Background: an optimization exercise with open tools, aiming at a short achievable clock period and few clock cycles per item. Do not read the settings as production practice. The RTL was checked by simulation tests, not by an equivalence proof against the original design. Power is estimated from default activity; no workload was simulated.

// lc4_top
module lc4_top (
   input  logic        clk,
   input  logic        i_reset,
   output logic [15:0] o_imem_addr,
   input  logic [15:0] i_imem_data,
   output logic [15:0] o_dmem_addr,
   output logic        o_dmem_we,
   output logic [15:0] o_dmem_wdata,
   input  logic [15:0] i_dmem_data,
   output logic        o_retire_valid,
   output logic [15:0] o_retire_pc,
   output logic [15:0] o_retire_insn,
   output logic        o_retire_rf_we,
   output logic [2:0]  o_retire_wsel,
   output logic [15:0] o_retire_wdata
);
make LEC_CHECK=0 ABC_CLOCK_PERIOD_IN_PS=2000 CAP_MARGIN=20 CORE_MARGIN=2 CORE_UTILIZATION=40 SETUP_SLACK_MARGIN=2.0 SLEW_MARGIN=20 finish   # period 4.3 ns
run.sh (not shown) runs the stock make flow with config.mk's settings and CLKGATE_MAP_FILE= SYNTH_SCRIPT=/design/flow/synth_recipe.tcl, a recipe that flattens the netlist after the stock synthesis.
Testbench counts at the start, summed over its fixed seeds: cycles 48,112, items 42,737.
Change:
--- a/flow/design.v
+++ b/flow/design.v
@@ -292,28 +292,28 @@
    ) lc4_ksadd_lo (
       .i_a    ({pc_q[8:0], 1'b1}),
       .i_b    ({i_imem_data[8:0], 1'b1}),
       .o_sum  (f_lo_sum),
       .o_cout (f_lo_cout)
    );
    logic f_lo_c;
    assign f_lo_c = pc_q[8:0] == 9'h1ff;
    assign f_pcp1 = {f_lo_c ? pc_q[15:9] + 7'd1 : pc_q[15:9], pc_q[8:0] + 9'd1};
    logic [16*NBTB-1:0] btb_pc_f;
    logic [16*NBTB-1:0] btb_pcm1_f;
    logic [16*NBTB-1:0] btb_tgt_f;
-   logic [NBTB-1:0]    lk_hit_v [2];
-   logic [1:0]         lk_hit;
-   logic [15:0]        lk_tgt   [2];
-   logic [15:0]        lk_pc    [2];
+   logic [NBTB-1:0]    lk_hit_v [3];
+   logic [2:0]         lk_hit;
+   logic [15:0]        lk_tgt   [3];
+   logic [15:0]        lk_pc    [3];
    logic [NBTB-1:0]    nx_hit_v;
    logic               nx_hit;
    logic [15:0]        nx_tgt;
    logic [15:0]        nx_pc;
    logic [NBTB-1:0]    q_hit_v;
    logic               q_hit;
    logic [15:0]        q_tgt;
    logic [15:0]        q_pc;
    always_comb begin
       for (int i = 0; i < NBTB; i++) begin
          btb_pc_f[16*i +: 16]   = btb_pc[i];
          btb_pcm1_f[16*i +: 16] = btb_pcm1[i];
@@ -337,54 +337,77 @@
       .NBTB (NBTB)
    ) lc4_btb_lookup_tgt (
       .i_v     (btb_v),
       .i_pc    (btb_pc_f),
       .i_tgt   (btb_tgt_f),
       .i_fpc   (btb_pc_f),
       .i_addr  (q_tgt),
       .o_hit_v (lk_hit_v[1]),
       .o_hit   (lk_hit[1]),
       .o_tgt   (lk_tgt[1]),
       .o_pc    (lk_pc[1])
    );
+   lc4_btb_lookup #(
+      .NBTB (NBTB)
+   ) lc4_btb_lookup_alt (
+      .i_v     (btb_v),
+      .i_pc    (btb_pc_f),
+      .i_tgt   (btb_tgt_f),
+      .i_fpc   (btb_pc_f),
+      .i_addr  (dx_alt),
+      .o_hit_v (lk_hit_v[2]),
+      .o_hit   (lk_hit[2]),
+      .o_tgt   (lk_tgt[2]),
+      .o_pc    (lk_pc[2])
+   );
    logic f_pc_ok;
    assign f_pc_ok = q_pc == pc_q && (q_hit_v & (q_hit_v - 1'b1)) == '0;
    assign f_hit_v = q_hit_v;
    assign f_hit   = q_hit;
    assign f_tgt   = q_tgt;
    always_comb begin
-      if (stall) begin
+      if (redirect) begin
+         nx_hit_v = lk_hit_v[2];
+         nx_hit   = lk_hit[2];
+         nx_tgt   = lk_tgt[2];
+         nx_pc    = lk_pc[2];
+      end else if (d_redirect) begin
+         nx_hit_v = '0;
+         nx_hit   = 1'b0;
+         nx_tgt   = q_tgt;
+         nx_pc    = q_pc;
+      end else if (stall) begin
          nx_hit_v = q_hit_v;
          nx_hit   = q_hit;
          nx_tgt   = q_tgt;
          nx_pc    = q_pc;
       end else if (f_hit) begin
          nx_hit_v = lk_hit_v[1];
          nx_hit   = lk_hit[1];
          nx_tgt   = lk_tgt[1];
          nx_pc    = lk_pc[1];
       end else begin
          nx_hit_v = lk_hit_v[0];
          nx_hit   = lk_hit[0];
          nx_tgt   = lk_tgt[0];
          nx_pc    = lk_pc[0];
       end
    end
    always_ff @(posedge clk) begin
       if (i_reset) begin
          q_hit_v <= '0;
          q_hit   <= 1'b0;
       end else begin
-         q_hit_v <= (redirect || d_redirect) ? '0 : nx_hit_v;
-         q_hit   <= (redirect || d_redirect) ? 1'b0 : nx_hit;
+         q_hit_v <= nx_hit_v;
+         q_hit   <= nx_hit;
       end
    end
    always_ff @(posedge clk) begin
       q_tgt <= nx_tgt;
       q_pc  <= nx_pc;
    end
    always_comb begin
       if (stall)      f_next = pc_q;
       else if (f_hit) f_next = f_tgt;
       else            f_next = f_pcp1;
    end
    always_ff @(posedge clk) begin
@@ -509,32 +532,27 @@
    always_comb begin
       case ({fd_insn[8], fd_lo[9]})
          2'b01:   d_hi = fd_hi_inc;
          2'b10:   d_hi = fd_hi_dec;
          default: d_hi = fd_pcp1[15:9];
       endcase
    end
    assign d_target = {d_hi, fd_lo[8:0]};
    logic d_ok;
    logic d_take;
    logic d_drop;
    assign d_ok   = fd_pred && fd_pc_ok;
-   logic d_exact;
-   logic d_ftaken;
-   assign d_exact  = fd_is_br && !(dx_valid && dx_rf_we) && !(xm_valid && xm_is_load);
-   assign d_ftaken = (fd_insn[11] && nzp_q[2]) || (fd_insn[10] && nzp_q[1]) ||
-                     (fd_insn[9] && nzp_q[0] && !nzp_q[2] && !nzp_q[1]);
-   assign d_take   = d_exact ? d_ftaken : (d_ok || fd_spred);
+   assign d_take = d_ok || fd_spred;
    assign d_drop     = fd_valid && !redirect && !stall && fd_pred && !d_ok;
-   assign d_redirect = fd_valid && !redirect && !stall && (fd_pred ? !(d_ok && d_take) : d_take);
+   assign d_redirect = fd_valid && !redirect && !stall && (fd_pred ? !d_ok : d_take);
    always_ff @(posedge clk) begin
       if (i_reset) begin
          dx_valid <= 1'b0;
       end else begin
          dx_valid <= fd_valid && d_valid && !stall && !redirect;
       end
    end
    always_ff @(posedge clk) begin
       dx_pc       <= fd_pc;
       dx_insn     <= fd_insn;
       dx_rf_we    <= d_rf_we;
       dx_wsel     <= d_wsel;
- clock skew grows by 0.018 ns
- fmax shrinks by 7.3%
- combinational power grows by about 7%
- critical path depth grows by 1
- design area grows by 9.3%
- clock power shrinks by about 2%
- clock-buffer cell count grows by 18
- core utilization grows by 0.94 points
- area after synthesis grows by 6.5%
- global-route usage grows by 1.8 points
- via count grows by 19%
Testbench counts after the change, summed over its fixed seeds: cycles 48,297, items 42,737.

## port drivers added, routing unchanged
The flow's constraints put no driver on any port. The routed layouts listed below were extracted and timed again, unchanged, in two steps.
Step 1 assumes that a clkbuf_16 drives the clock port and a buf_2 every other input.
Step 2, shift: input delay + t, output delay - t, t = (earliest + latest rising clock arrival at the registers) / 2. This alone moves slack from input paths to output paths.
Slacks: ideal ports / drivers / drivers and shift; pairs: ideal ports / drivers.
run	t (ns)	setup slack, ns	slew at the worst register clock pin (ns)
the first run	0.672	2.017 / 1.986 / 1.373	0.06 / 0.06
the second run	0.679	1.838 / 1.838 / 1.377	0.07 / 0.07
After both steps setup and hold are still met in every run listed. The setup slack of the first run, which loses most, moves by -0.031 ns with the drivers and by -0.644 ns with both steps.
